Source: an optimization exercise on an open RTL-to-GDS flow (aim: small area, a short achievable clock period and few clock cycles per item). Production flows keep margins and buffers that such runs may drop.
The RTL was checked by simulation tests, not by an equivalence proof against the original design.

--- flow/config.mk ---
export PLATFORM = sky130hd
export DESIGN_NAME = murmur2_hash_bucket_select
export DESIGN_NICKNAME = murmur2_hash_bucket_select
export VERILOG_FILES = /design/flow/design.v
export SDC_FILE = /design/flow/constraint.sdc
export NUM_CORES = 4
export LEC_CHECK = 0
export CAP_MARGIN = 20
export CORE_MARGIN = 2
export CORE_UTILIZATION = 60
export PLACE_DENSITY = 0.6
export SETUP_SLACK_MARGIN = 3.2
export SLEW_MARGIN = 20
export SYNTH_HIERARCHICAL = 1
export SYNTH_MINIMUM_KEEP_SIZE = 0
--- flow/design.v ---
package mhbs_pkg;
  localparam logic [31:0] MIX_MUL       = 32'h5bd1_e995;
  localparam logic [31:0] RESET_SEED    = 32'h1234_abcd;
  localparam logic [3:0]  RESET_SM1     = 4'd1;
  function automatic logic [1:0] mod3_15(logic [3:0] x);
    case (x)
      4'd0: mod3_15 = 2'd0;
      4'd1: mod3_15 = 2'd1;
      4'd2: mod3_15 = 2'd2;
      4'd3: mod3_15 = 2'd0;
      4'd4: mod3_15 = 2'd1;
      4'd5: mod3_15 = 2'd2;
      4'd6: mod3_15 = 2'd0;
      4'd7: mod3_15 = 2'd1;
      4'd8: mod3_15 = 2'd2;
      4'd9: mod3_15 = 2'd0;
      4'd10: mod3_15 = 2'd1;
      4'd11: mod3_15 = 2'd2;
      4'd12: mod3_15 = 2'd0;
      4'd13: mod3_15 = 2'd1;
      4'd14: mod3_15 = 2'd2;
      default: mod3_15 = 2'd0;
    endcase
  endfunction
  function automatic logic [2:0] mod5_15(logic [3:0] x);
    case (x)
      4'd0: mod5_15 = 3'd0;
      4'd1: mod5_15 = 3'd1;
      4'd2: mod5_15 = 3'd2;
      4'd3: mod5_15 = 3'd3;
      4'd4: mod5_15 = 3'd4;
      4'd5: mod5_15 = 3'd0;
      4'd6: mod5_15 = 3'd1;
      4'd7: mod5_15 = 3'd2;
      4'd8: mod5_15 = 3'd3;
      4'd9: mod5_15 = 3'd4;
      4'd10: mod5_15 = 3'd0;
      4'd11: mod5_15 = 3'd1;
      4'd12: mod5_15 = 3'd2;
      4'd13: mod5_15 = 3'd3;
      4'd14: mod5_15 = 3'd4;
      default: mod5_15 = 3'd0;
    endcase
  endfunction
  function automatic logic [3:0] crt12(logic [3:0] x);
    case (x)
      4'd0: crt12 = 4'd0;
      4'd1: crt12 = 4'd4;
      4'd2: crt12 = 4'd8;
      4'd4: crt12 = 4'd9;
      4'd5: crt12 = 4'd1;
      4'd6: crt12 = 4'd5;
      4'd8: crt12 = 4'd6;
      4'd9: crt12 = 4'd10;
      4'd10: crt12 = 4'd2;
      4'd12: crt12 = 4'd3;
      4'd13: crt12 = 4'd7;
      4'd14: crt12 = 4'd11;
      default: crt12 = 4'd0;
    endcase
  endfunction
endpackage
module murmur2_hash_bucket_select (
  input  logic        clk,
  input  logic        rst_n,
  input  logic        in_valid,
  output logic        in_stall,
  input  logic [31:0] in_data_word,
  input  logic [2:0]  in_valid_bytes,
  input  logic        in_last_word,
  input  logic [7:0]  in_key_length,
  output logic        out_valid,
  input  logic        out_stall,
  output logic [3:0]  out_bucket,
  output logic [31:0] out_hash_value,
  input  logic        cfg_valid,
  output logic        cfg_ready,
  input  logic        cfg_index,
  input  logic [31:0] cfg_data
);
  logic [31:0] seed_r;
  logic [3:0]  sm1_r;        
  logic        adv;
  logic        in_acc;
  logic        in_key_r;     
  logic        v0, blk0, tl0, last0, first0;
  logic [31:0] w0;
  logic [7:0]  len0;
  logic        v1, blk1, tl1, last1, first1;
  logic [31:0] k1_r;
  logic [7:0]  len1;
  logic        v2, blk2, tl2, last2;
  logic [31:0] km2_r;        
  logic [23:0] tm2_r;        
  logic [31:0] h_r;
  logic        fv;
  logic [31:0] hf_r;
  logic        gv;
  logic [31:0] g_r;
  logic        mv;
  logic [31:0] o_r;
  logic [5:0]  n15_r;
  logic [7:0]  u63_r;
  logic [7:0]  d13_r;
  logic [6:0]  d11_r;
  logic        out_valid_r;
  logic [31:0] out_hash_r;
  logic [3:0]  out_bucket_r;
  assign adv       = !(out_valid_r && out_stall);
  assign in_stall  = !adv;
  assign in_acc    = in_valid && adv;
  assign cfg_ready = 1'b1;
  assign out_valid      = out_valid_r;
  assign out_bucket     = out_bucket_r;
  assign out_hash_value = out_hash_r;
  logic        i_ne, i_blk;
  logic [31:0] i_w;
  always_comb begin
    i_ne    = (in_valid_bytes != 3'd0);
    i_blk   = in_valid_bytes[2];
    i_w[7:0]   = in_data_word[7:0];
    i_w[15:8]  = in_data_word[15:8]  & {8{i_blk | in_valid_bytes[1]}};
    i_w[23:16] = in_data_word[23:16] & {8{i_blk | (in_valid_bytes[1:0] == 2'd3)}};
    i_w[31:24] = in_data_word[31:24] & {8{i_blk}};
  end
  always_ff @(posedge clk) begin
    if (!rst_n) begin
      in_key_r <= 1'b0;
      v0       <= 1'b0;
    end else if (adv) begin
      v0 <= in_valid;
      if (in_valid) in_key_r <= !in_last_word;
    end
  end
  always_ff @(posedge clk) begin
    if (adv) begin
      w0     <= i_w;
      blk0   <= i_blk;
      tl0    <= i_ne && !i_blk;
      last0  <= in_last_word;
      first0 <= !in_key_r;
      len0   <= in_key_length;
    end
  end
  logic [31:0] k1_m, k1_x, k2_m;
  assign k1_x = {k1_r[31:8], k1_r[7:0] ^ k1_r[31:24]};
  mhbs_mulm u_mul_k1 (.x(w0),   .y(k1_m));
  mhbs_mulm u_mul_k2 (.x(k1_x), .y(k2_m));
  always_ff @(posedge clk) begin
    if (!rst_n) begin
      v1 <= 1'b0;
      v2 <= 1'b0;
    end else if (adv) begin
      v1 <= v0;
      v2 <= v1;
    end
  end
  always_ff @(posedge clk) begin
    if (adv) begin
      k1_r  <= blk0 ? k1_m : w0;
      blk1  <= blk0;
      tl1   <= tl0;
      last1  <= last0;
      first1 <= first0;
      len1   <= len0;
      km2_r <= blk1 ? k2_m : 32'd0;
      tm2_r <= tl1  ? k1_r[23:0] : 24'd0;
      blk2  <= blk1;
      tl2   <= tl1;
      last2 <= last1;
    end
  end
  logic [31:0] h_a, h_p, h_n;
  logic        prep, ne2;
  assign prep = v1 && first1;
  assign ne2  = blk2 || tl2;
  assign h_a  = h_r ^ {8'd0, tm2_r};
  mhbs_mulm u_mul_h (.x(h_a), .y(h_p));
  assign h_n  = h_p ^ km2_r;
  always_ff @(posedge clk) begin
    if (adv) begin
      if (prep)           h_r <= seed_r ^ {24'b0, len1};
      else if (v2 && ne2) h_r <= h_n;
      if (v2 && last2)    hf_r <= ne2 ? h_n : h_r;
    end
  end
  always_ff @(posedge clk) begin
    if (!rst_n) begin
      fv <= 1'b0;
    end else if (adv) begin
      fv <= v2 && last2;
    end
  end
  logic [31:0] f_x, f_g;
  assign f_x = hf_r ^ (hf_r >> 13);
  mhbs_mulm u_mul_f (.x(f_x), .y(f_g));
  always_ff @(posedge clk) begin
    if (!rst_n) begin
      gv          <= 1'b0;
      mv          <= 1'b0;
      out_valid_r <= 1'b0;
    end else if (adv) begin
      gv          <= fv;
      mv          <= gv;
      out_valid_r <= mv;
    end
  end
  logic [31:0] m_o;
  logic [13:0] s14;
  logic [11:0] s12;
  assign m_o = g_r ^ (g_r >> 15);
  mhbs_s14 u_s14 (.x(m_o), .s(s14));    
  mhbs_s12 u_s12 (.x(m_o), .s(s12));    
  logic [5:0] n15;    
  logic [7:0] u63;    
  logic [7:0] d13;    
  logic [6:0] d11;    
  mhbs_n15 u_n15 (.x(s14), .s(n15));   
  mhbs_u63 u_u63 (.x(s14), .s(u63));   
  mhbs_d13 u_d13 (.x(s14), .s(d13));   
  mhbs_d11 u_d11 (.x(s12), .s(d11));   
  logic [4:0] m15;
  logic [3:0] r15;
  logic [6:0] v63;
  logic [5:0] r63;
  logic [1:0] r3;
  logic [2:0] r5, r7;
  logic [3:0] r9, r11, r13;
  logic [3:0] x7;
  logic [4:0] x9;
  logic [5:0] x11, x13;
  logic [3:0] lo;
  logic [2:0] c6;
  logic [3:0] c10, c12, c14;
  logic [3:0] bkt;
  always_comb begin
    lo  = o_r[3:0];
    m15 = 5'(n15_r[3:0]) + 5'(n15_r[5:4]);
    r15 = (m15 >= 5'd15) ? 4'(m15 - 5'd15) : m15[3:0];
    v63 = 7'(u63_r[5:0]) + 7'(u63_r[7:6]);
    r63 = (v63 >= 7'd63) ? 6'(v63 - 7'd63) : v63[5:0];
    r3  = mhbs_pkg::mod3_15(r15);
    r5  = mhbs_pkg::mod5_15(r15);
    x7  = 4'(r63[2:0]) + 4'(r63[5:3]);
    r7  = (x7 >= 4'd14) ? 3'(x7 - 4'd14) : (x7 >= 4'd7) ? 3'(x7 - 4'd7) : x7[2:0];
    x9  = 5'(r63[2:0]) + 5'(3'd7 - r63[5:3]) + 5'd2;
    r9  = (x9 >= 5'd9) ? 4'(x9 - 5'd9) : x9[3:0];
    x13 = 6'(d13_r[3:0]) + 6'(d13_r[7:4]) + {1'b0, d13_r[7:4], 1'b0};
    r13 = (x13 >= 6'd26) ? 4'(x13 - 6'd26) : (x13 >= 6'd13) ? 4'(x13 - 6'd13) : x13[3:0];
    x11 = 6'(d11_r[3:0]) + 6'(d11_r[6:4]) + {1'b0, d11_r[6:4], 2'b0};
    r11 = (x11 >= 6'd33) ? 4'(x11 - 6'd33) : (x11 >= 6'd22) ? 4'(x11 - 6'd22) :
          (x11 >= 6'd11) ? 4'(x11 - 6'd11) : x11[3:0];
    c6  = (r3[0] == lo[0]) ? 3'(r3) : 3'(r3) + 3'd3;
    c10 = (r5[0] == lo[0]) ? 4'(r5) : 4'(r5) + 4'd5;
    c14 = (r7[0] == lo[0]) ? 4'(r7) : 4'(r7) + 4'd7;
    c12 = mhbs_pkg::crt12({lo[1:0], r3});
    case (sm1_r)
      4'd0:    bkt = 4'd0;
      4'd1:    bkt = {3'd0, lo[0]};
      4'd2:    bkt = {2'd0, r3};
      4'd3:    bkt = {2'd0, lo[1:0]};
      4'd4:    bkt = {1'd0, r5};
      4'd5:    bkt = {1'd0, c6};
      4'd6:    bkt = {1'd0, r7};
      4'd7:    bkt = {1'd0, lo[2:0]};
      4'd8:    bkt = r9;
      4'd9:    bkt = c10;
      4'd10:   bkt = r11;
      4'd11:   bkt = c12;
      4'd12:   bkt = r13;
      4'd13:   bkt = c14;
      4'd14:   bkt = r15;
      default: bkt = lo;
    endcase
  end
  always_ff @(posedge clk) begin
    if (adv) begin
      g_r          <= f_g;
      o_r          <= m_o;
      n15_r        <= n15;
      u63_r        <= u63;
      d13_r        <= d13;
      d11_r        <= d11;
      out_hash_r   <= o_r;
      out_bucket_r <= bkt;
    end
  end
  logic [3:0] cfg_sm1;
  always_comb begin
    if (cfg_data[4:0] == 5'd0)                        cfg_sm1 = 4'd0;
    else if (cfg_data[4] && cfg_data[3:0] != 4'd0)    cfg_sm1 = 4'd15;
    else                                              cfg_sm1 = 4'(cfg_data[4:0] - 5'd1);
  end
  always_ff @(posedge clk) begin
    if (!rst_n) begin
      seed_r <= mhbs_pkg::RESET_SEED;
      sm1_r  <= mhbs_pkg::RESET_SM1;
    end else if (cfg_valid) begin
      if (cfg_index) sm1_r  <= cfg_sm1;
      else           seed_r <= cfg_data;
    end
  end
endmodule
module mhbs_fa (
  input  logic a,
  input  logic b,
  input  logic c,
  output logic s,
  output logic co
);
  assign s  = a ^ b ^ c;
  assign co = (a & b) | (a & c) | (b & c);
endmodule
module mhbs_mulm (
  input  logic [31:0] x,
  output logic [31:0] y
);
  logic t1;
  logic t2;
  logic t3;
  logic t4;
  logic t5;
  logic t6;
  logic t7;
  logic t8;
  logic t9;
  logic t10;
  logic t11;
  logic t12;
  logic t13;
  logic t14;
  logic t15;
  logic t16;
  logic t17;
  logic t18;
  logic t19;
  logic t20;
  logic t21;
  logic t22;
  logic t23;
  logic t24;
  logic t25;
  logic t26;
  logic t27;
  logic t28;
  logic t29;
  logic t30;
  logic t31;
  logic t32;
  logic t33;
  logic t34;
  logic t35;
  logic t36;
  logic t37;
  logic t38;
  logic t39;
  logic t40;
  logic t41;
  logic t42;
  logic t43;
  logic t44;
  logic t45;
  logic t46;
  logic t47;
  logic t48;
  logic t49;
  logic t50;
  logic t51;
  logic t52;
  logic t53;
  logic t54;
  logic t55;
  logic t56;
  logic t57;
  logic t58;
  logic t59;
  logic t60;
  logic t61;
  logic t62;
  logic t63;
  logic t64;
  logic t65;
  logic t66;
  logic t67;
  logic t68;
  logic t69;
  logic t70;
  logic t71;
  logic t72;
  logic t73;
  logic t74;
  logic t75;
  logic t76;
  logic t77;
  logic t78;
  logic t79;
  logic t80;
  logic t81;
  logic t82;
  logic t83;
  logic t84;
  logic t85;
  logic t86;
  logic t87;
  logic t88;
  logic t89;
  logic t90;
  logic t91;
  logic t92;
  logic t93;
  logic t94;
  logic t95;
  logic t96;
  logic t97;
  logic t98;
  logic t99;
  logic t100;
  logic t101;
  logic t102;
  logic t103;
  logic t104;
  logic t105;
  logic t106;
  logic t107;
  logic t108;
  logic t109;
  logic t110;
  logic t111;
  logic t112;
  logic t113;
  logic t114;
  logic t115;
  logic t116;
  logic t117;
  logic t118;
  logic t119;
  logic t120;
  logic t121;
  logic t122;
  logic t123;
  logic t124;
  logic t125;
  logic t126;
  logic t127;
  logic t128;
  logic t129;
  logic t130;
  logic t131;
  logic t132;
  logic t133;
  logic t134;
  logic t135;
  logic t136;
  logic t137;
  logic t138;
  logic t139;
  logic t140;
  logic t141;
  logic t142;
  logic t143;
  logic t144;
  logic t145;
  logic t146;
  logic t147;
  logic t148;
  logic t149;
  logic t150;
  logic t151;
  logic t152;
  logic t153;
  logic t154;
  logic t155;
  logic t156;
  logic t157;
  logic t158;
  logic t159;
  logic t160;
  logic t161;
  logic t162;
  logic t163;
  logic t164;
  logic t165;
  logic t166;
  logic t167;
  logic t168;
  logic t169;
  logic t170;
  logic t171;
  logic t172;
  logic t173;
  logic t174;
  logic t175;
  logic t176;
  logic t177;
  logic t178;
  logic t179;
  logic t180;
  logic t181;
  logic t182;
  logic t183;
  logic t184;
  logic t185;
  logic t186;
  logic t187;
  logic t188;
  logic t189;
  logic t190;
  logic t191;
  logic t192;
  logic t193;
  logic t194;
  logic t195;
  logic t196;
  logic t197;
  logic t198;
  logic t199;
  logic t200;
  logic t201;
  logic t202;
  logic t203;
  logic t204;
  logic t205;
  logic t206;
  logic t207;
  logic t208;
  logic t209;
  logic t210;
  logic t211;
  logic t212;
  logic t213;
  logic t214;
  logic t215;
  logic t216;
  logic t217;
  logic t218;
  logic t219;
  logic t220;
  logic t221;
  logic t222;
  logic t223;
  logic t224;
  logic t225;
  logic t226;
  logic t227;
  logic t228;
  logic t229;
  logic t230;
  logic t231;
  logic t232;
  logic t233;
  logic t234;
  logic t235;
  logic t236;
  logic t237;
  logic t238;
  logic t239;
  logic t240;
  logic t241;
  logic t242;
  logic t243;
  logic t244;
  logic t245;
  logic t246;
  logic t247;
  logic t248;
  logic t249;
  logic t250;
  logic t251;
  logic t252;
  logic t253;
  logic t254;
  logic t255;
  logic t256;
  logic t257;
  logic t258;
  logic t259;
  logic t260;
  logic t261;
  logic t262;
  logic t263;
  logic t264;
  logic t265;
  logic t266;
  logic t267;
  logic t268;
  logic t269;
  logic t270;
  logic t271;
  logic t272;
  logic t273;
  logic t274;
  logic t275;
  logic t276;
  logic t277;
  logic t278;
  logic t279;
  logic t280;
  logic t281;
  logic t282;
  logic t283;
  logic t284;
  logic t285;
  logic t286;
  logic t287;
  logic t288;
  logic t289;
  logic t290;
  logic t291;
  logic t292;
  logic t293;
  logic t294;
  logic t295;
  logic t296;
  logic t297;
  logic t298;
  logic t299;
  logic t300;
  logic t301;
  logic t302;
  logic t303;
  logic t304;
  logic t305;
  logic t306;
  logic t307;
  logic t308;
  logic t309;
  logic t310;
  logic t311;
  logic t312;
  logic t313;
  logic t314;
  logic t315;
  mhbs_fa u_fa1 (.a(x[4]), .b(x[2]), .c(x[0]), .s(t1), .co(t2));
  mhbs_fa u_fa2 (.a(x[5]), .b(x[3]), .c(x[1]), .s(t3), .co(t4));
  mhbs_fa u_fa3 (.a(x[6]), .b(x[4]), .c(x[2]), .s(t5), .co(t6));
  mhbs_fa u_fa4 (.a(x[7]), .b(x[5]), .c(x[3]), .s(t7), .co(t8));
  mhbs_fa u_fa5 (.a(x[8]), .b(x[6]), .c(x[4]), .s(t9), .co(t10));
  mhbs_fa u_fa6 (.a(x[9]), .b(x[7]), .c(x[5]), .s(t11), .co(t12));
  mhbs_fa u_fa7 (.a(x[10]), .b(x[8]), .c(x[6]), .s(t13), .co(t14));
  mhbs_fa u_fa8 (.a(x[11]), .b(x[9]), .c(x[7]), .s(t15), .co(t16));
  mhbs_fa u_fa9 (.a(x[2]), .b(x[0]), .c(~x[4]), .s(t17), .co(t18));
  mhbs_fa u_fa10 (.a(x[12]), .b(x[10]), .c(x[8]), .s(t19), .co(t20));
  mhbs_fa u_fa11 (.a(x[3]), .b(x[1]), .c(~x[5]), .s(t21), .co(t22));
  mhbs_fa u_fa12 (.a(x[13]), .b(x[11]), .c(x[9]), .s(t23), .co(t24));
  mhbs_fa u_fa13 (.a(x[14]), .b(x[12]), .c(x[10]), .s(t27), .co(t28));
  mhbs_fa u_fa14 (.a(x[5]), .b(x[3]), .c(~x[7]), .s(t29), .co(t30));
  mhbs_fa u_fa15 (.a(x[15]), .b(x[13]), .c(x[11]), .s(t31), .co(t32));
  mhbs_fa u_fa16 (.a(x[6]), .b(x[4]), .c(~x[8]), .s(t33), .co(t34));
  mhbs_fa u_fa17 (.a(x[16]), .b(x[14]), .c(x[12]), .s(t35), .co(t36));
  mhbs_fa u_fa18 (.a(x[7]), .b(x[5]), .c(~x[9]), .s(t37), .co(t38));
  mhbs_fa u_fa19 (.a(x[17]), .b(x[15]), .c(x[13]), .s(t39), .co(t40));
  mhbs_fa u_fa20 (.a(x[8]), .b(x[6]), .c(x[0]), .s(t41), .co(t42));
  mhbs_fa u_fa21 (.a(x[18]), .b(x[16]), .c(x[14]), .s(t43), .co(t44));
  mhbs_fa u_fa22 (.a(x[9]), .b(x[7]), .c(x[1]), .s(t45), .co(t46));
  mhbs_fa u_fa23 (.a(x[19]), .b(x[17]), .c(x[15]), .s(t47), .co(t48));
  mhbs_fa u_fa24 (.a(x[10]), .b(x[8]), .c(x[2]), .s(t49), .co(t50));
  mhbs_fa u_fa25 (.a(x[20]), .b(x[18]), .c(x[16]), .s(t51), .co(t52));
  mhbs_fa u_fa26 (.a(x[11]), .b(x[9]), .c(x[3]), .s(t53), .co(t54));
  mhbs_fa u_fa27 (.a(~x[0]), .b(x[13]), .c(x[7]), .s(t55), .co(t56));
  mhbs_fa u_fa28 (.a(x[21]), .b(x[19]), .c(x[17]), .s(t57), .co(t58));
  mhbs_fa u_fa29 (.a(x[12]), .b(x[10]), .c(x[4]), .s(t59), .co(t60));
  mhbs_fa u_fa30 (.a(~x[1]), .b(x[14]), .c(x[8]), .s(t61), .co(t62));
  mhbs_fa u_fa31 (.a(x[22]), .b(x[20]), .c(x[18]), .s(t63), .co(t64));
  mhbs_fa u_fa32 (.a(x[13]), .b(x[11]), .c(x[5]), .s(t65), .co(t66));
  mhbs_fa u_fa33 (.a(x[23]), .b(x[21]), .c(x[19]), .s(t69), .co(t70));
  mhbs_fa u_fa34 (.a(x[14]), .b(x[12]), .c(x[6]), .s(t71), .co(t72));
  mhbs_fa u_fa35 (.a(~x[3]), .b(x[16]), .c(x[10]), .s(t73), .co(t74));
  mhbs_fa u_fa36 (.a(x[24]), .b(x[22]), .c(x[20]), .s(t75), .co(t76));
  mhbs_fa u_fa37 (.a(x[15]), .b(x[13]), .c(x[7]), .s(t77), .co(t78));
  mhbs_fa u_fa38 (.a(~x[4]), .b(x[17]), .c(x[11]), .s(t79), .co(t80));
  mhbs_fa u_fa39 (.a(x[25]), .b(x[23]), .c(x[21]), .s(t81), .co(t82));
  mhbs_fa u_fa40 (.a(x[16]), .b(x[14]), .c(x[8]), .s(t83), .co(t84));
  mhbs_fa u_fa41 (.a(~x[5]), .b(x[18]), .c(x[12]), .s(t85), .co(t86));
  mhbs_fa u_fa42 (.a(x[26]), .b(x[24]), .c(x[22]), .s(t87), .co(t88));
  mhbs_fa u_fa43 (.a(x[17]), .b(x[15]), .c(x[9]), .s(t89), .co(t90));
  mhbs_fa u_fa44 (.a(x[13]), .b(x[4]), .c(x[0]), .s(t93), .co(t94));
  mhbs_fa u_fa45 (.a(x[27]), .b(x[25]), .c(x[23]), .s(t95), .co(t96));
  mhbs_fa u_fa46 (.a(x[18]), .b(x[16]), .c(x[10]), .s(t97), .co(t98));
  mhbs_fa u_fa47 (.a(~x[7]), .b(x[20]), .c(x[14]), .s(t99), .co(t100));
  mhbs_fa u_fa48 (.a(x[28]), .b(x[26]), .c(x[24]), .s(t101), .co(t102));
  mhbs_fa u_fa49 (.a(x[19]), .b(x[17]), .c(x[11]), .s(t103), .co(t104));
  mhbs_fa u_fa50 (.a(~x[8]), .b(x[21]), .c(x[15]), .s(t105), .co(t106));
  mhbs_fa u_fa51 (.a(x[29]), .b(x[27]), .c(x[25]), .s(t107), .co(t108));
  mhbs_fa u_fa52 (.a(x[20]), .b(x[18]), .c(x[12]), .s(t109), .co(t110));
  mhbs_fa u_fa53 (.a(x[16]), .b(x[7]), .c(x[3]), .s(t113), .co(t114));
  mhbs_fa u_fa54 (.a(x[30]), .b(x[28]), .c(x[26]), .s(t115), .co(t116));
  mhbs_fa u_fa55 (.a(x[21]), .b(x[19]), .c(x[13]), .s(t117), .co(t118));
  mhbs_fa u_fa56 (.a(~x[10]), .b(x[23]), .c(x[17]), .s(t119), .co(t120));
  mhbs_fa u_fa57 (.a(x[8]), .b(x[4]), .c(x[1]), .s(t121), .co(t122));
  mhbs_fa u_fa58 (.a(t8), .b(t9), .c(~x[1]), .s(t129), .co(t130));
  mhbs_fa u_fa59 (.a(t10), .b(t11), .c(x[0]), .s(t131), .co(t132));
  mhbs_fa u_fa60 (.a(t12), .b(t13), .c(x[1]), .s(t133), .co(t134));
  mhbs_fa u_fa61 (.a(t14), .b(t15), .c(t17), .s(t135), .co(t136));
  mhbs_fa u_fa62 (.a(t16), .b(t18), .c(t19), .s(t137), .co(t138));
  mhbs_fa u_fa63 (.a(t20), .b(t22), .c(t23), .s(t139), .co(t140));
  mhbs_fa u_fa64 (.a(~t25), .b(x[6]), .c(x[0]), .s(t141), .co(t142));
  mhbs_fa u_fa65 (.a(t24), .b(t26), .c(t27), .s(t143), .co(t144));
  mhbs_fa u_fa66 (.a(t28), .b(t30), .c(t31), .s(t145), .co(t146));
  mhbs_fa u_fa67 (.a(t32), .b(t34), .c(t35), .s(t147), .co(t148));
  mhbs_fa u_fa68 (.a(t36), .b(t38), .c(t39), .s(t149), .co(t150));
  mhbs_fa u_fa69 (.a(~t41), .b(x[10]), .c(x[4]), .s(t151), .co(t152));
  mhbs_fa u_fa70 (.a(t40), .b(t42), .c(t43), .s(t153), .co(t154));
  mhbs_fa u_fa71 (.a(~t45), .b(x[11]), .c(x[5]), .s(t155), .co(t156));
  mhbs_fa u_fa72 (.a(t44), .b(t46), .c(t47), .s(t157), .co(t158));
  mhbs_fa u_fa73 (.a(~t49), .b(x[12]), .c(x[6]), .s(t159), .co(t160));
  mhbs_fa u_fa74 (.a(t48), .b(t50), .c(t51), .s(t161), .co(t162));
  mhbs_fa u_fa75 (.a(t52), .b(t54), .c(t57), .s(t163), .co(t164));
  mhbs_fa u_fa76 (.a(~t59), .b(t56), .c(t61), .s(t165), .co(t166));
  mhbs_fa u_fa77 (.a(t58), .b(t60), .c(t63), .s(t167), .co(t168));
  mhbs_fa u_fa78 (.a(t65), .b(t67), .c(~t62), .s(t169), .co(t170));
  mhbs_fa u_fa79 (.a(t64), .b(t66), .c(t68), .s(t171), .co(t172));
  mhbs_fa u_fa80 (.a(t69), .b(t71), .c(~t73), .s(t173), .co(t174));
  mhbs_fa u_fa81 (.a(t70), .b(t72), .c(t75), .s(t175), .co(t176));
  mhbs_fa u_fa82 (.a(~t77), .b(t74), .c(t79), .s(t177), .co(t178));
  mhbs_fa u_fa83 (.a(t76), .b(t78), .c(t81), .s(t179), .co(t180));
  mhbs_fa u_fa84 (.a(~t83), .b(t80), .c(t85), .s(t181), .co(t182));
  mhbs_fa u_fa85 (.a(t82), .b(t84), .c(t87), .s(t183), .co(t184));
  mhbs_fa u_fa86 (.a(t89), .b(t91), .c(~t86), .s(t185), .co(t186));
  mhbs_fa u_fa87 (.a(t88), .b(t90), .c(t92), .s(t187), .co(t188));
  mhbs_fa u_fa88 (.a(t95), .b(t97), .c(~t94), .s(t189), .co(t190));
  mhbs_fa u_fa89 (.a(t99), .b(x[5]), .c(x[1]), .s(t191), .co(t192));
  mhbs_fa u_fa90 (.a(t96), .b(t98), .c(t101), .s(t193), .co(t194));
  mhbs_fa u_fa91 (.a(~t103), .b(t100), .c(t105), .s(t195), .co(t196));
  mhbs_fa u_fa92 (.a(t102), .b(t104), .c(t107), .s(t197), .co(t198));
  mhbs_fa u_fa93 (.a(t109), .b(t111), .c(~t106), .s(t199), .co(t200));
  mhbs_fa u_fa94 (.a(t108), .b(t110), .c(t112), .s(t201), .co(t202));
  mhbs_fa u_fa95 (.a(t115), .b(t117), .c(~t114), .s(t203), .co(t204));
  mhbs_fa u_fa96 (.a(t130), .b(t131), .c(~x[2]), .s(t208), .co(t209));
  mhbs_fa u_fa97 (.a(t132), .b(t133), .c(~x[3]), .s(t210), .co(t211));
  mhbs_fa u_fa98 (.a(t136), .b(t137), .c(t21), .s(t212), .co(t213));
  mhbs_fa u_fa99 (.a(t138), .b(t139), .c(~t141), .s(t214), .co(t215));
  mhbs_fa u_fa100 (.a(t140), .b(t143), .c(t29), .s(t216), .co(t217));
  mhbs_fa u_fa101 (.a(t144), .b(t145), .c(t33), .s(t218), .co(t219));
  mhbs_fa u_fa102 (.a(t146), .b(t147), .c(t37), .s(t220), .co(t221));
  mhbs_fa u_fa103 (.a(t148), .b(t149), .c(~t151), .s(t222), .co(t223));
  mhbs_fa u_fa104 (.a(t150), .b(t153), .c(~t152), .s(t224), .co(t225));
  mhbs_fa u_fa105 (.a(t154), .b(t157), .c(~t156), .s(t226), .co(t227));
  mhbs_fa u_fa106 (.a(t158), .b(t161), .c(t53), .s(t228), .co(t229));
  mhbs_fa u_fa107 (.a(t162), .b(t163), .c(~t165), .s(t230), .co(t231));
  mhbs_fa u_fa108 (.a(t164), .b(t167), .c(t169), .s(t232), .co(t233));
  mhbs_fa u_fa109 (.a(t166), .b(x[9]), .c(x[0]), .s(t234), .co(t235));
  mhbs_fa u_fa110 (.a(t168), .b(t170), .c(t171), .s(t236), .co(t237));
  mhbs_fa u_fa111 (.a(t172), .b(t174), .c(t175), .s(t238), .co(t239));
  mhbs_fa u_fa112 (.a(t176), .b(t179), .c(~t178), .s(t240), .co(t241));
  mhbs_fa u_fa113 (.a(t180), .b(t183), .c(t185), .s(t242), .co(t243));
  mhbs_fa u_fa114 (.a(t184), .b(t186), .c(t187), .s(t244), .co(t245));
  mhbs_fa u_fa115 (.a(t188), .b(t190), .c(t193), .s(t246), .co(t247));
  mhbs_fa u_fa116 (.a(t192), .b(t195), .c(x[6]), .s(t248), .co(t249));
  mhbs_fa u_fa117 (.a(t194), .b(t197), .c(t199), .s(t250), .co(t251));
  mhbs_fa u_fa118 (.a(t196), .b(t113), .c(x[0]), .s(t252), .co(t253));
  mhbs_fa u_fa119 (.a(t198), .b(t200), .c(t201), .s(t254), .co(t255));
  mhbs_fa u_fa120 (.a(~t203), .b(t119), .c(t121), .s(t256), .co(t257));
  mhbs_fa u_fa121 (.a(t211), .b(t134), .c(t135), .s(t259), .co(t260));
  mhbs_fa u_fa122 (.a(t215), .b(t216), .c(~t142), .s(t261), .co(t262));
  mhbs_fa u_fa123 (.a(t217), .b(t218), .c(~x[2]), .s(t263), .co(t264));
  mhbs_fa u_fa124 (.a(t219), .b(t220), .c(~x[3]), .s(t265), .co(t266));
  mhbs_fa u_fa125 (.a(t223), .b(t224), .c(~t155), .s(t267), .co(t268));
  mhbs_fa u_fa126 (.a(t225), .b(t226), .c(~t159), .s(t269), .co(t270));
  mhbs_fa u_fa127 (.a(t227), .b(t228), .c(~t160), .s(t271), .co(t272));
  mhbs_fa u_fa128 (.a(t231), .b(t232), .c(~t234), .s(t273), .co(t274));
  mhbs_fa u_fa129 (.a(t233), .b(t236), .c(t173), .s(t275), .co(t276));
  mhbs_fa u_fa130 (.a(t237), .b(t238), .c(~t177), .s(t277), .co(t278));
  mhbs_fa u_fa131 (.a(t239), .b(t240), .c(~t181), .s(t279), .co(t280));
  mhbs_fa u_fa132 (.a(t241), .b(t242), .c(~t182), .s(t281), .co(t282));
  mhbs_fa u_fa133 (.a(t243), .b(t244), .c(t189), .s(t283), .co(t284));
  mhbs_fa u_fa134 (.a(t245), .b(t246), .c(~t248), .s(t285), .co(t286));
  mhbs_fa u_fa135 (.a(t247), .b(t250), .c(~t249), .s(t287), .co(t288));
  mhbs_fa u_fa136 (.a(t251), .b(t254), .c(~t253), .s(t289), .co(t290));
  mhbs_fa u_fa137 (.a(t266), .b(t221), .c(t222), .s(t292), .co(t293));
  mhbs_fa u_fa138 (.a(t270), .b(t271), .c(~t55), .s(t294), .co(t295));
  mhbs_fa u_fa139 (.a(t272), .b(t229), .c(t230), .s(t296), .co(t297));
  mhbs_fa u_fa140 (.a(t274), .b(t275), .c(~t235), .s(t298), .co(t299));
  mhbs_fa u_fa141 (.a(t276), .b(t277), .c(~x[2]), .s(t300), .co(t301));
  mhbs_fa u_fa142 (.a(t278), .b(t279), .c(~x[3]), .s(t302), .co(t303));
  mhbs_fa u_fa143 (.a(t280), .b(t281), .c(~t93), .s(t304), .co(t305));
  mhbs_fa u_fa144 (.a(t282), .b(t283), .c(~t191), .s(t306), .co(t307));
  mhbs_fa u_fa145 (.a(t284), .b(t285), .c(~x[2]), .s(t308), .co(t309));
  mhbs_fa u_fa146 (.a(t286), .b(t287), .c(~t252), .s(t310), .co(t311));
  mhbs_fa u_fa147 (.a(t288), .b(t289), .c(~t256), .s(t312), .co(t313));
  always_comb begin
    t25 = ~(x[4] ^ x[2]);
    t26 = x[4] | x[2];
    t67 = ~(x[2] ^ ~x[15]);
    t68 = x[2] | ~x[15];
    t91 = ~(x[6] ^ ~x[19]);
    t92 = x[6] | ~x[19];
    t111 = ~(x[9] ^ ~x[22]);
    t112 = x[9] | ~x[22];
    t123 = x[31] ^ x[29] ^ x[27];
    t124 = x[22] ^ x[20] ^ x[14];
    t125 = x[11] ^ x[0] ^ ~x[24];
    t126 = x[18] ^ x[9] ^ x[5];
    t127 = ~(t6 ^ t7);
    t128 = t6 | t7;
    t205 = t116 ^ t118 ^ t123;
    t206 = t124 ^ t125 ^ ~t120;
    t207 = t122 ^ t126 ^ x[2];
    t258 = t202 ^ t204 ^ t205;
    t291 = t255 ^ t258 ^ t206;
    t314 = t290 ^ t291 ^ ~t257;
    t315 = t313 ^ t314 ^ ~t207;
    y = {t315,t311,t309,t307,t305,t303,t301,t299,t298,t297,t295,t294,t268,t293,t292,t264,t262,t261,t213,t260,t259,t209,t208,t128,t127,t4,t2,t1,x[3],x[2],x[1],x[0]} + {1'b0,t312,t310,t308,t306,t304,t302,t300,~x[1],t273,t296,1'b0,t269,t267,1'b0,t265,t263,~x[1],t214,t212,1'b0,t210,1'b0,t129,~x[0],t5,t3,1'b0,x[1],x[0],1'b0,1'b0};
  end
endmodule
module mhbs_s14 (
  input  logic [31:0] x,
  output logic [13:0] s
);
  logic u1;
  logic u2;
  logic u3;
  logic u4;
  logic u5;
  logic u6;
  logic u7;
  logic u8;
  logic u9;
  logic u10;
  logic u11;
  logic u12;
  logic u13;
  logic u14;
  logic u15;
  logic u16;
  logic u17;
  logic u18;
  logic u19;
  logic u20;
  logic u21;
  logic u22;
  logic u23;
  logic u24;
  mhbs_fa u_fa1 (.a(x[25]), .b(x[13]), .c(x[1]), .s(u3), .co(u4));
  mhbs_fa u_fa2 (.a(x[26]), .b(x[14]), .c(x[2]), .s(u5), .co(u6));
  mhbs_fa u_fa3 (.a(x[27]), .b(x[15]), .c(x[3]), .s(u7), .co(u8));
  mhbs_fa u_fa4 (.a(x[28]), .b(x[16]), .c(x[4]), .s(u9), .co(u10));
  mhbs_fa u_fa5 (.a(x[29]), .b(x[17]), .c(x[5]), .s(u11), .co(u12));
  mhbs_fa u_fa6 (.a(x[30]), .b(x[18]), .c(x[6]), .s(u13), .co(u14));
  mhbs_fa u_fa7 (.a(x[31]), .b(x[19]), .c(x[7]), .s(u15), .co(u16));
  always_comb begin
    u1 = x[24] ^ x[12];
    u2 = x[24] & x[12];
    u17 = x[20] ^ x[8];
    u18 = x[20] & x[8];
    u19 = x[21] ^ x[9];
    u20 = x[21] & x[9];
    u21 = x[22] ^ x[10];
    u22 = x[22] & x[10];
    u23 = x[23] ^ x[11];
    u24 = x[23] & x[11];
    s = {1'b0,u24,u22,u20,u18,u16,u14,u12,u10,u8,u6,u4,u2,u1} + {1'b0,1'b0,u23,u21,u19,u17,u15,u13,u11,u9,u7,u5,u3,x[0]};
  end
endmodule
module mhbs_s12 (
  input  logic [31:0] x,
  output logic [11:0] s
);
  logic u1;
  logic u2;
  logic u3;
  logic u4;
  logic u5;
  logic u6;
  logic u7;
  logic u8;
  logic u9;
  logic u10;
  logic u11;
  logic u12;
  logic u13;
  logic u14;
  logic u15;
  logic u16;
  logic u17;
  logic u18;
  logic u19;
  logic u20;
  logic u21;
  logic u22;
  logic u23;
  logic u24;
  logic u25;
  logic u26;
  logic u27;
  logic u28;
  logic u29;
  logic u30;
  logic u31;
  logic u32;
  logic u33;
  logic u34;
  logic u35;
  logic u36;
  logic u37;
  logic u38;
  logic u39;
  logic u40;
  mhbs_fa u_fa1 (.a(x[31]), .b(x[21]), .c(x[11]), .s(u3), .co(u4));
  mhbs_fa u_fa2 (.a(x[1]), .b(u3), .c(u2), .s(u23), .co(u24));
  mhbs_fa u_fa3 (.a(x[2]), .b(u5), .c(u4), .s(u25), .co(u26));
  mhbs_fa u_fa4 (.a(x[3]), .b(u7), .c(u6), .s(u27), .co(u28));
  mhbs_fa u_fa5 (.a(x[4]), .b(u9), .c(u8), .s(u29), .co(u30));
  mhbs_fa u_fa6 (.a(x[5]), .b(u11), .c(u10), .s(u31), .co(u32));
  mhbs_fa u_fa7 (.a(x[6]), .b(u13), .c(u12), .s(u33), .co(u34));
  mhbs_fa u_fa8 (.a(x[7]), .b(u15), .c(u14), .s(u35), .co(u36));
  mhbs_fa u_fa9 (.a(x[8]), .b(u17), .c(u16), .s(u37), .co(u38));
  mhbs_fa u_fa10 (.a(x[9]), .b(u19), .c(u18), .s(u39), .co(u40));
  always_comb begin
    u1 = x[30] ^ x[20];
    u2 = x[30] & x[20];
    u5 = x[22] ^ x[12];
    u6 = x[22] & x[12];
    u7 = x[23] ^ x[13];
    u8 = x[23] & x[13];
    u9 = x[24] ^ x[14];
    u10 = x[24] & x[14];
    u11 = x[25] ^ x[15];
    u12 = x[25] & x[15];
    u13 = x[26] ^ x[16];
    u14 = x[26] & x[16];
    u15 = x[27] ^ x[17];
    u16 = x[27] & x[17];
    u17 = x[28] ^ x[18];
    u18 = x[28] & x[18];
    u19 = x[29] ^ x[19];
    u20 = x[29] & x[19];
    u21 = x[10] ^ x[0];
    u22 = x[10] & x[0];
    s = {1'b0,u40,u38,u36,u34,u32,u30,u28,u26,u24,u22,u21} + {1'b0,u20,u39,u37,u35,u33,u31,u29,u27,u25,u23,u1};
  end
endmodule
module mhbs_n15 (
  input  logic [13:0] x,
  output logic [5:0] s
);
  logic u1;
  logic u2;
  logic u3;
  logic u4;
  logic u5;
  logic u6;
  logic u7;
  logic u8;
  logic u9;
  logic u10;
  logic u11;
  logic u12;
  logic u13;
  logic u14;
  logic u15;
  logic u16;
  mhbs_fa u_fa1 (.a(x[13]), .b(x[9]), .c(x[5]), .s(u3), .co(u4));
  mhbs_fa u_fa2 (.a(x[1]), .b(u3), .c(u2), .s(u11), .co(u12));
  mhbs_fa u_fa3 (.a(x[2]), .b(u5), .c(u4), .s(u13), .co(u14));
  mhbs_fa u_fa4 (.a(x[3]), .b(u7), .c(u6), .s(u15), .co(u16));
  always_comb begin
    u1 = x[12] ^ x[8];
    u2 = x[12] & x[8];
    u5 = x[10] ^ x[6];
    u6 = x[10] & x[6];
    u7 = x[11] ^ x[7];
    u8 = x[11] & x[7];
    u9 = x[4] ^ x[0];
    u10 = x[4] & x[0];
    s = {1'b0,u16,u14,u12,u10,u9} + {1'b0,u8,u15,u13,u11,u1};
  end
endmodule
module mhbs_u63 (
  input  logic [13:0] x,
  output logic [7:0] s
);
  logic u1;
  logic u2;
  logic u3;
  logic u4;
  logic u5;
  logic u6;
  logic u7;
  logic u8;
  logic u9;
  logic u10;
  logic u11;
  logic u12;
  mhbs_fa u_fa1 (.a(x[13]), .b(x[7]), .c(x[1]), .s(u3), .co(u4));
  always_comb begin
    u1 = x[12] ^ x[6];
    u2 = x[12] & x[6];
    u5 = x[8] ^ x[2];
    u6 = x[8] & x[2];
    u7 = x[9] ^ x[3];
    u8 = x[9] & x[3];
    u9 = x[10] ^ x[4];
    u10 = x[10] & x[4];
    u11 = x[11] ^ x[5];
    u12 = x[11] & x[5];
    s = {1'b0,u12,u10,u8,u6,u4,u2,u1} + {1'b0,1'b0,u11,u9,u7,u5,u3,x[0]};
  end
endmodule
module mhbs_d13 (
  input  logic [13:0] x,
  output logic [7:0] s
);
  logic u1;
  logic u2;
  logic u3;
  logic u4;
  logic u5;
  logic u6;
  logic u7;
  logic u8;
  logic u9;
  logic u10;
  logic u11;
  logic u12;
  logic u13;
  logic u14;
  mhbs_fa u_fa1 (.a(~x[7]), .b(x[1]), .c(u1), .s(u5), .co(u6));
  mhbs_fa u_fa2 (.a(~x[8]), .b(x[2]), .c(u2), .s(u7), .co(u8));
  always_comb begin
    u1 = ~x[13];
    u2 = x[13];
    u3 = x[12] ^ ~x[6];
    u4 = x[12] & ~x[6];
    u9 = ~x[9] ^ x[3];
    u10 = ~x[9] & x[3];
    u11 = ~x[10] ^ x[4];
    u12 = ~x[10] & x[4];
    u13 = ~x[11] ^ x[5];
    u14 = ~x[11] & x[5];
    s = {1'b0,u14,u12,u10,u8,u6,u4,u3} + {1'b0,1'b0,u13,u11,u9,u7,u5,x[0]};
  end
endmodule
module mhbs_d11 (
  input  logic [11:0] x,
  output logic [6:0] s
);
  logic u1;
  logic u2;
  logic u3;
  logic u4;
  logic u5;
  logic u6;
  logic u7;
  logic u8;
  logic u9;
  logic u10;
  logic u11;
  logic u12;
  mhbs_fa u_fa1 (.a(~x[6]), .b(x[1]), .c(u1), .s(u5), .co(u6));
  mhbs_fa u_fa2 (.a(~x[7]), .b(x[2]), .c(u2), .s(u7), .co(u8));
  always_comb begin
    u1 = ~x[11];
    u2 = x[11];
    u3 = x[10] ^ ~x[5];
    u4 = x[10] & ~x[5];
    u9 = ~x[8] ^ x[3];
    u10 = ~x[8] & x[3];
    u11 = ~x[9] ^ x[4];
    u12 = ~x[9] & x[4];
    s = {1'b0,u12,u10,u8,u6,u4,u3} + {1'b0,1'b0,u11,u9,u7,u5,x[0]};
  end
endmodule
--- flow/constraint.sdc ---
create_clock -name core_clock -period 9.0 [get_ports {clk}]
set_input_delay 1.8000 -clock core_clock [delete_from_list [all_inputs] [get_ports {clk}]]
set_output_delay 1.8000 -clock core_clock [all_outputs]
set_load 0.01 [all_outputs]
--- flow/run.sh ---
#!/bin/bash
# synth_recipe.tcl (not shown) runs the flow's synth.tcl, then flattens the netlist and writes it again
# the make line also repeats each setting of config.mk as NAME=value (left out here)
make -C /OpenROAD-flow-scripts/flow DESIGN_CONFIG=/design/flow/config.mk WORK_HOME=/design/flow/orfs CLKGATE_MAP_FILE= SYNTH_SCRIPT=/design/flow/synth_recipe.tcl finish
==> impl_results.md, run 1 <==
* Fin crit period at between 5 and 6 ns
* Netlist cell types at around 100
* Htree depth at 2
* Slowest cell delay on critical path at slightly below 0.6 ns
* Ys async rst share at 0%
* Setup Skew at 0.0273 ns
* Startpoint Class: input port
* Mapped Area at roughly 40000 sq um
* Fin cells at between 4000 and 5000
* Measured slew at the worst slew-check pin at 1.01 ns
* Hold-fix buffers at CTS at 0
* Post-Synthesis Cells at 3315
* Post-Place Cells at approximately 4300
* Core box area at 65500 sq um
* ANT cells at 0
* DRC at 0
* DR iter-0 viols at around 2200
* # setup viols final at 0
* Die width at approximately 260 microns
* Post-synth EDFFs at 340
* Register bit count reported by yosys at between 300 and 400
* Port Buf Inserts at about 120
* Post-synth top cells: 634 x fa_1, 340 x edfxtp_1, 323 x inv_1
* Final wirelength at a little over 100000 microns
* Layout cells sized above 1 at about a tenth
* Max Fclk at around 0.18 GHz
* Synth top area share at around a third
* WS Path Type: in2out
* Critical path arrival at about 3.8 ns
* Tot GR Track Use at between 30 and 40%
* Rel. slew slack at about a third
* Crit. End Element: primary output
* Syn nets at around 4300
* Die height at ~260 microns
* Vias at approximately 26000
* Avg Cell Area, Syn at approximately 12 sq um
* Root buffer cell: clkbuf_16
* Most used DFF post-synth: edfxtp_1
* CTS clock-pin slew for the worst setup and hold paths at 0.06 ns
* CTS tree: built
* Most common cell in the netlist: fa_1
* Crit-path slowest cell: clkdlybuf4s50_1
* Vias in the first global route at 28000
* CTS Buffer Depth at 3
* Final hold viol count at 0
* Top cells by area, synth: fa_1 32%, edfxtp_1 26%, ha_1 7.9%
* Initial core utilization at 60.3%
* Worst EP required at a little over 7 ns
* Clock latency (worst-skew pair) at about 0.6 ns
* Io pins at between 100 and 150
* DRT antenna net count at 0
* Drt pass-1 iters at 6
* Run status: no timing/DRC/antenna violations
* Largest area contributor in the synthesized netlist: fa_1
* Clk sinks at 384
* Max_cap viols at 0
* Via/cell ratio at between 5 and 6
* CP Max Fanout at 86
* FP Rows at 94
* RSZ-0062 raised after global routing: no
* Register area share after synthesis at about 28%
* Grt ovf at 0
* First-pass GRT wire length at roughly 160000 microns
* Area Overhead vs Synth at 11.8%
* Multi-input gate area at around 27000 sq um
* Routability cong. at 0.919
* Fillers at roughly 4800
* Min-delay worst type: reg2reg
* Initial antenna violation count at 2
* Pin count of the biggest net entering global routing at between 80 and 90
* CP Cell Sequence: clkdlybuf4s50_1 -> nand2_8 -> clkinvlp_4 -> clkdlybuf4s50_1
* Most used cell, CP: clkdlybuf4s50_1
* Sequential Area at between 10000 and 15000 sq um
* Final HPWL DP at 80800 microns
* Die area at ~68000 sq um
* CTS Buf Count at 45
* WL/cell at between 20 and 25 microns
* Setup_tns at 0 ns
* Final Slew Violations at 0
* Synthesis warning total at 14
* Crit share post-route at approximately 62%
* Final nets at 4502
[area by class of cell]
cell class / count / share of cell area, %
Clock buffer: 58 / 2.82
Clock inverter: 26 / 0.467
Inverter: 325 / 2.80
Multi-Input combinational cell: 2535 / 61.4
Sequential cell: 384 / 25.1
Tap cell: 864 / 2.45
Timing Repair Buffer: 247 / 4.91
[cell usage in the layout, fill, tap and decap left out, drive strengths merged, types with 21 or more instances in the layout]
cell           Yosys  final
nor3              40     40
mux2              35     35
buf               29    129
ha               248    248
o21bai            23     23
nor2             136    136
xor2             132    132
nor2b             40     40
a21boi            33     33
fa               634    634
mux2i             21     21
edfxtp           340    340
a31oi             25     25
and3              27     27
nand3             53     53
nand2            188    188
xnor2            223    223
o21ai             71     71
dfxtp             44     44
clkdlybuf4s50      0    118
and2              83     83
inv              324    327
a21o              72     72
a21oi            196    196
nand2b            21     21
clkbuf            42     58
[final timing paths]
check,cells after the start,endpoint,slack [ns],start
max,4,in_stall,3.39,out_stall
min,0,out_hash_r[11],0.42,o_r[11]
max reg2reg,19,out_bucket_r[1],3.39,u63_r[6]
min reg2reg,0,out_hash_r[11],0.42,o_r[11]
[sequential cells by signal (all words and copies together) (netlist names), 24 cells and up]
signal / flops
g_r: 32
h_r: 32
hf_r: 32
k1_r: 32
km2_r: 32
o_r: 32
out_hash_r: 32
seed_r: 32
tm2_r: 24
w0: 32
[modules after synthesis, one instance, submodules excluded, excerpt]
module / cells / times used
murmur2_hash_bucket_select: 1365 / 1
mhbs_n15: 21 / 1
mhbs_s14: 82 / 1
mhbs_fa: 1 / 614
mhbs_d13: 47 / 1
mhbs_s12: 77 / 1
mhbs_d11: 36 / 1
[routing by layer]
metal	GRT usage (%)	vias to the layer above	share of wire (%)
met5	0	-	0.031
met4	12.6	4	4.2
met3	8.25	234	8.3
met2	50.1	1035	48
met1	40.5	13400	40
li1	-	11700	-
[kinds of logic after synthesis]
kind of cell,count (synthesis),synth area share (%)
compound gates,568,9.85
xor+xnor,355,7.89
fa+ha+maj,883,40.0
buf+inv,396,3.91
flops,384,28.1
mux,56,1.54
other cells,1,0.00949
simple gates,672,8.73
[critical path: cells and delay by family]
family,cells,cell delay (ns)
buf+inv,3,1.52
simple gates,1,0.47
[stage by stage]
stage	area, sq um	util [%]	setup WS (ns)	hold slack, ns
floorplan	39500	-	3.30	0.400
detailed placement	41900	63.9	2.82	0.405
CTS	43500	66.3	3.21	0.421
global placement	41900	63.9	2.91	0.401
finish	44200	67.4	3.39	0.420
global route	44200	67.4	3.21	0.425
[what timing repair did]
item                                    CTS  global route
gates resized for setup                  14            31
hold endpoints to repair                  0             0
endpoints found under the setup margin   29            44
buffers inserted                          5            72
pin swaps                                 1             6
Testbench counts, summed over its fixed seeds: cycles 19,770, keys 3,000.
==> run 2: changes to the inputs <==
--- a/flow/config.mk
+++ b/flow/config.mk
@@ -10,5 +10,5 @@
 export CORE_UTILIZATION = 60
 export PLACE_DENSITY = 0.6
-export SETUP_SLACK_MARGIN = 3.2
+export SETUP_SLACK_MARGIN = 3.35
 export SLEW_MARGIN = 20
 export SYNTH_HIERARCHICAL = 1
==> impl_results.md, run 2 <==
* Pin count of the biggest net entering global routing at 87 (unchanged)
* Core box area at 65500 sq um (unchanged)
* Setup crit end: km2_r[31]
* Measured slew at the worst slew-check pin at 0.965 ns (-0.0442 ns)
* RR Endpoint: km2_r[31]
* Tot GR Track Use at 31.4% (+0.19 points)
* # setup viols final at 0 (unchanged)
* Final HPWL DP at 80600 microns (-0.23%)
* Sequential Area at 11100 sq um (unchanged)
* Startpoint Class: flop
* Max_cap viols at 0 (unchanged)
* Routability cong. at 0.935 (+1.7%)
* Netlist cell types at 102 (unchanged)
* Initial core utilization at 60.3% (unchanged)
* Port Buf Inserts at 119 (unchanged)
* Htree depth at 2 (unchanged)
* First-pass GRT wire length at 161000 microns (+0.95%)
* Setup Skew at 0.0275 ns (+0.000232 ns)
* Final Slew Violations at 0 (unchanged)
* Fillers at 4758 (-1.4%)
* Final wirelength at 104000 microns (+1.6%)
* Hold-fix buffers at CTS at 0 (unchanged)
* Most frequent cells in the layout: 623 x fa_1, 340 x edfxtp_1, 316 x inv_1
* Register area share after synthesis at 28.1% (unchanged)
* Final hold viol count at 0 (unchanged)
* Syn nets at 4279 (unchanged)
* Die height at 261 microns (unchanged)
* Synth top area share at 32.1% (unchanged)
* CTS Buf Count at 44 (-2.2%)
* Setup crit start: k1_r[28]
* CTS clock-pin slew for the worst setup and hold paths at 0.07 ns (about the same)
* Avg Cell Area, Syn at 11.9 sq um (unchanged)
* Root buffer cell: clkbuf_16
* Register bit count reported by yosys at 384 (unchanged)
* Multi-input gate area at 27400 sq um (+0.88%)
* Area Overhead vs Synth at 14.6%
* Initial antenna violation count at 2 (unchanged)
* Setup slack, reg-to-reg at 3.47 ns (+0.08 ns)
* Run status: no timing/DRC/antenna violations
* CTS tree: built
* Io pins at 121 (unchanged)
* Via/cell ratio at 5.93 (-0.23%)
* Critical path arrival at 5.86 ns (+2.05 ns)
* Final nets at 4577 (+1.7%)
* DRC at 0 (unchanged)
* Top cells by area, synth: fa_1 32%, edfxtp_1 26%, ha_1 7.9%
* Min-delay worst type: reg2reg
* Fin crit period at 5.53 ns (-0.0808 ns)
* Synthesis warning total at 14 (unchanged)
* Largest area contributor in the synthesized netlist: fa_1
* Most common cell in the netlist: fa_1
* Post-synth EDFFs at 340 (unchanged)
* Drt pass-1 iters at 6 (unchanged)
* Crit share post-route at 61.4% (-0.90 points)
* Grt ovf at 0 (unchanged)
* Mapped Area at 39500 sq um (unchanged)
* Vias in the first global route at 28100 (+0.44%)
* Clock latency (worst-skew pair) at 0.60 ns (about the same)
* WL/cell at 23.1 microns (about the same)
* Ys async rst share at 0% (unchanged)
* FP Rows at 94 (unchanged)
* Post-synth top cells: 634 x fa_1, 340 x edfxtp_1, 323 x inv_1
* Layout cells sized above 1 at 12.5% (+2.8 points)
* Worst R2R Start: k1_r[28]
* WS Path Type: reg2reg
* RSZ-0062 raised after global routing: yes
* Die width at 261 microns (unchanged)
* Hold WS at 0.396 ns (-0.0235 ns)
* FF-to-FF path depth at 17 (-2)
* Vias at 26800 (+1.5%)
* Setup_tns at 0 ns (unchanged)
* CP Max Fanout at 9 (-90%)
* Crit. End Element: flop
* Worst EP required at 9.33 ns (+2.13 ns)
* Post-Synthesis Cells at 3315 (unchanged)
* Most used DFF post-synth: edfxtp_1
* Rel. slew slack at 35.6% (+2.9 points)
* Max Fclk at 0.181 GHz (+1.5%)
* Die area at 67900 sq um (unchanged)
* DR iter-0 viols at 2152 (-0.83%)
* Clk sinks at 384 (unchanged)
* Commonest non-fill, non-tap cell in the layout: fa_1
* DRT antenna net count at 0 (unchanged)
* CTS Buffer Depth at 3 (unchanged)
run 2: cell counts after synthesis:
Identical to the previous run, type by type.
run 2: stage by stage:
step | utilization (%) | instance area [sq um] | setup WS (ns) | instances
4_1_cts | 66.9 | 43800 | 3.26 | 4376
3_5_place_dp | 64.0 | 41900 | 2.75 | 4278
2_1_floorplan | - | 39500 | 3.38 | 3315
5_1_grt | 69.1 | 45300 | 3.24 | 4512
6_report | 69.1 | 45300 | 3.47 | 4514
3_3_place_gp | 63.9 | 41900 | 2.90 | 4277
run 2: cell type report:
cell class                 count  area share [%]
timing repair buffer         322            6.35
clock inverter                31           0.992
antenna                        2          0.0111
sequential                   384            24.5
tap                          864            2.39
multi-input combinational   2536            60.5
clock buffer                  50            2.48
inverter                     325            2.76
run 2: timing repair:
action,4_1_cts,5_1_grt
setup buffers,17,135
pin swaps,3,30
gates resized for setup,34,65
gates cloned,0,1
endpoints found under the setup margin,36,48
run 2: worst min path at each step:
stage | startpoint | end | slack [ns] | cells after the start
2_1_floorplan | first0 | first1 | 0.40 | 0
3_3_place_gp | tl0 | tl1 | 0.40 | 0
3_5_place_dp | o_r[14] | out_hash_r[14] | 0.40 | 0
4_1_cts | len0[0] | len1[0] | 0.40 | 0
5_1_grt | len0[0] | len1[0] | 0.41 | 0
6_report | len0[0] | len1[0] | 0.40 | 0
run 2: per-module statistics from Yosys (local to each module, per instance):
module | cell area, sq um | flip-flops and latches
mhbs_u63 | 333 | 0
mhbs_mulm | 1790 | 0
mhbs_d13 | 357 | 0
mhbs_d11 | 285 | 0
mhbs_s14 | 646 | 0
mhbs_s12 | 627 | 0
murmur2_hash_bucket_select | 17600 | 384
mhbs_fa | 20.0 | 0
mhbs_n15 | 209 | 0
run 2: kinds of logic after synthesis:
kind of cell | synth area share [%]
xor gates and xnor gates | 7.89
and+or+nand+nor | 8.73
DFF | 28.1
muxes | 1.54
other | 0.00949
AOI/OAI and AO/OA | 9.85
adders and majority gates | 40.0
buffers and inverters | 3.91
run 2: per-layer routing:
| layer | wire length, microns | part of all wire [%] | GRT usage [%] | vias to the layer above |
|---|---|---|---|---|
| li1 | - | - | - | 11900 |
| met1 | 42900 | 41 | 42.5 | 13700 |
| met4 | 3110 | 3.0 | 9.06 | 2 |
| met3 | 7190 | 6.9 | 5.96 | 214 |
| met2 | 51100 | 49 | 52.0 | 988 |
| met5 | 13 | 0.012 | 0 | - |
run 2: critical path: stages, from the launching register on:
cell and delay, ns:
edfxtp_1 0.48, xor2_1 0.24, buf_4 0.27, inv_1 0.18
fa_1 0.56, fa_1 0.37, inv_1 0.07, fa_1 0.43
fa_1 0.55, fa_1 0.43, ha_1 0.41, and3_1 0.26
and4_1 0.27, nand2_1 0.08, o221ai_2 0.23, o221ai_2 0.14
xnor2_1 0.13, and2_1 0.17
==> run 3: changes to the inputs <==
--- a/flow/config.mk
+++ b/flow/config.mk
@@ -9,6 +9,7 @@
 export CORE_MARGIN = 2
 export CORE_UTILIZATION = 60
+export CTS_BUF_LIST = sky130_fd_sc_hd__clkbuf_4 sky130_fd_sc_hd__clkbuf_8
 export PLACE_DENSITY = 0.6
-export SETUP_SLACK_MARGIN = 3.35
+export SETUP_SLACK_MARGIN = 3.1
 export SLEW_MARGIN = 20
 export SYNTH_HIERARCHICAL = 1
==> impl_results.md, run 3 <==
* Startpoint Class: input port
* Post-synth EDFFs at 340 (unchanged)
* Commonest non-fill, non-tap cell in the layout: fa_1
* Htree depth at 3 (+1)
* Top cells by area, synth: fa_1 32%, edfxtp_1 26%, ha_1 7.9%
* Post-Place Cells at 4278 (unchanged)
* FP Rows at 94 (unchanged)
* Synth top area share at 32.1% (unchanged)
* Io pins at 121 (unchanged)
* Max_cap viols at 0 (unchanged)
* FF-to-FF path depth at 19 (+2)
* Setup_tns at 0 ns (unchanged)
* Buffers & Inverters on Critical Path at 3 (unchanged)
* Max Fclk at 0.174 GHz (-3.6%)
* Final Slew Violations at 0 (unchanged)
* Routability cong. at 0.919 (-1.7%)
* Most common cell in the netlist: fa_1
* Placed Area at 41900 sq um (about the same)
* Die width at 261 microns (unchanged)
* Final wirelength at 102000 microns (-1.8%)
* CTS tree: built
* Fin cells at 4471 (-0.95%)
* Grt ovf at 0 (unchanged)
* Mapped Area at 39500 sq um (unchanged)
* Post-Synthesis Cells at 3315 (unchanged)
* Layout cells sized above 1 at 9.98% (-2.5 points)
* Largest area contributor in the synthesized netlist: fa_1
* Register area share after synthesis at 28.1% (unchanged)
* Final HPWL DP at 80800 microns (+0.23%)
* CP Max Fanout at 86 (+77)
* Slowest cell delay on critical path at 0.62 ns (+0.06 ns)
* Most used DFF post-synth: edfxtp_1
* Port Buf Inserts at 119 (unchanged)
* WS Path Type: in2out
* CTS Buf Count at 71 (+61%)
* CP Cell Sequence: clkdlybuf4s50_1 -> nand2_8 -> clkinv_1 -> clkdlybuf4s50_1
* Initial antenna violation count at 3 (+1)
* Final hold viol count at 0 (unchanged)
* CTS clock-pin slew for the worst setup and hold paths at 0.06 ns (about the same)
* Multi-input gate area at 27100 sq um (-1.1%)
* Die area at 67900 sq um (unchanged)
* WL/cell at 22.9 microns (-0.84%)
* Measured slew at the worst slew-check pin at 1.01 ns (+0.0445 ns)
* Drt pass-1 iters at 5 (-1)
* Initial core utilization at 60.3% (unchanged)
* Area Overhead vs Synth at 11.4%
* Setup Skew at 0.0510 ns (+0.0235 ns)
* Hold-fix buffers at CTS at 0 (unchanged)
* Design Area, Final at 44000 sq um (-2.8%)
* Crit. End Element: primary output
* Most frequent cells in the layout: 633 x fa_1, 340 x edfxtp_1, 322 x inv_1
* # setup viols final at 0 (unchanged)
* Crit share post-route at 63.7% (+2.3 points)
* CP top delay family: buffers and inverters
* Cell depth of the worst setup path at 4 (-13)
* Tot GR Track Use at 31.2% (-0.17 points)
* Most used cell, CP: clkdlybuf4s50_1
* Clock latency (worst-skew pair) at 0.70 ns (+0.10 ns)
* Crit-path slowest cell: clkdlybuf4s50_1
* DRC at 0 (unchanged)
* Register bit count reported by yosys at 384 (unchanged)
* Syn nets at 4279 (unchanged)
* Clk sinks at 384 (unchanged)
* Root buffer cell: clkbuf_8
* Synthesis warning total at 14 (unchanged)
* Pin count of the biggest net entering global routing at 87 (unchanged)
* RSZ-0062 raised after global routing: yes
* Critical path arrival at 3.93 ns (-1.93 ns)
* Post-synth top cells: 634 x fa_1, 340 x edfxtp_1, 323 x inv_1
* Final nets at 4514 (-1.4%)
* DRT antenna net count at 0 (unchanged)
* Worst EP required at 7.20 ns (-2.13 ns)
* Vias in the first global route at 28100 (+0.046%)
* CTS Buffer Depth at 3 (unchanged)
* Die height at 261 microns (unchanged)
* Fillers at 4883 (+2.6%)
* Core box area at 65500 sq um (unchanged)
* Sequential Area at 11100 sq um (unchanged)
* Netlist cell types at 102 (unchanged)
* DR iter-0 viols at 2005 (-6.8%)
* Fin crit period at 5.73 ns (+0.204 ns)
* Ys async rst share at 0% (unchanged)
* Min-delay worst type: reg2reg
* Avg Cell Area, Syn at 11.9 sq um (unchanged)
* First-pass GRT wire length at 159000 microns (-1.1%)
* Hold Crit Depth at 0 (unchanged)
* Vias at 26400 (-1.5%)
* Rel. slew slack at 32.7% (-3.0 points)
* Run status: no timing/DRC/antenna violations
* Via/cell ratio at 5.90 (-0.54%)
run 3: cell counts after synthesis:
Identical to the previous run, type by type.
run 3: cell type report:
class | count | area share [%]
multi-input combinational | 2535 | 61.5
inverter | 325 | 2.78
timing repair buffer | 233 | 4.67
antenna | 1 | 0.00569
clock inverter | 36 | 0.665
tap | 864 | 2.46
sequential | 384 | 25.2
clock buffer | 93 | 2.70
run 3: metrics by stage:
| stage | hold slack [ns] | utilization [%] | setup slack (ns) |
|---|---|---|---|
| final | 0.382 | 67.2 | 3.27 |
| after global routing | 0.414 | 67.2 | 3.03 |
| after CTS | 0.394 | 66.2 | 3.12 |
| after detailed placement | 0.405 | 63.9 | 2.82 |
| after global placement | 0.401 | 63.9 | 2.91 |
| after floorplan | 0.400 | - | 3.30 |
run 3: worst paths after layout:
kind	startpoint	end	slack, ns
max	out_stall	in_stall	3.27
min	o_r[4]	out_hash_r[4]	0.38
max reg2reg	h_r[2]	h_r[25]	3.32
min reg2reg	o_r[4]	out_hash_r[4]	0.38
run 3: cells by family (layout without fill, tap and decap cells):
group / Yosys count / in the layout / synth area share, %
adder cells (fa/ha/maj): 883 / 883 / 40.0
AND/OR/NAND/NOR: 672 / 672 / 8.73
AO/OA/AOI/OAI: 568 / 568 / 9.85
buffers and inverters: 396 / 687 / 3.91
flip-flops: 384 / 384 / 28.1
XOR/XNOR: 355 / 355 / 7.89
multiplexers: 56 / 56 / 1.54
other: 1 / 2 / 0.00949
run 3: what timing repair did:
| action | 4_1_cts | 5_1_grt |
|---|---|---|
| buffers inserted | 0 | 63 |
| gates resized for setup | 2 | 25 |
| pin swaps | 0 | 3 |
| endpoints found under the setup margin | 17 | 43 |
run 3: metal layers:
layer  vias to the layer above  part of all wire [%]  track usage (%)
met5                         -                 0.031                0
met3                       210                   8.0             8.28
met1                     13400                    40             40.3
met4                         4                   3.7             13.0
met2                      1014                    48             50.2
li1                      11800                     -                -
run 3: per-module statistics from Yosys (local to each module, per instance):
| module | cells | flip-flops and latches |
|---|---|---|
| mhbs_d11 | 36 | 0 |
| mhbs_d13 | 47 | 0 |
| mhbs_fa | 1 | 0 |
| mhbs_mulm | 258 | 0 |
| mhbs_n15 | 21 | 0 |
| mhbs_s12 | 77 | 0 |
| mhbs_s14 | 82 | 0 |
| mhbs_u63 | 41 | 0 |
| murmur2_hash_bucket_select | 1365 | 384 |
run 3: worst reg2reg max path: stages, from the launching register on:
cell and delay [ns]:
edfxtp_1 0.42, xor2_1 0.19, buf_4 0.21, inv_1 0.45, ha_1 0.24, inv_1 0.05, fa_1 0.41, fa_1 0.46
fa_1 0.46, fa_1 0.45, ha_1 0.37, nand2_1 0.08, o21bai_1 0.30, a21o_1 0.16, a211oi_2 0.05, o21bai_1 0.28
nor3_1 0.08, a211oi_1 0.27, xnor2_1 0.29, a21oi_1 0.14

## re-timing with driven ports
The results above use ideal ports. As a check the final layouts listed here were re-extracted and re-timed, cells and wires unchanged. Step 1 assumes that a clkbuf_16 drives the clock port and a buf_2 every other input. Step 2 times the ports against the registers' clock, not the clock port: input delays grow and output delays shrink by t, the midpoint of the rising clock arrivals with the driver on. Slacks: no drivers / after step 1 / after step 2; pairs: no drivers / after step 1.
| run | t, ns | setup WS [ns] | clock arrival spread, ns |
|---|---|---|---|
| run 1 | 0.661 | 3.390 / 3.365 / 3.365 | 0.032 / 0.032 |
| run 2 | 0.655 | 3.471 / 3.471 / 3.471 | 0.030 / 0.030 |
| run 3 | 0.736 | 3.267 / 3.242 / 3.242 | 0.057 / 0.057 |
After both steps setup and hold are still met in every run listed.
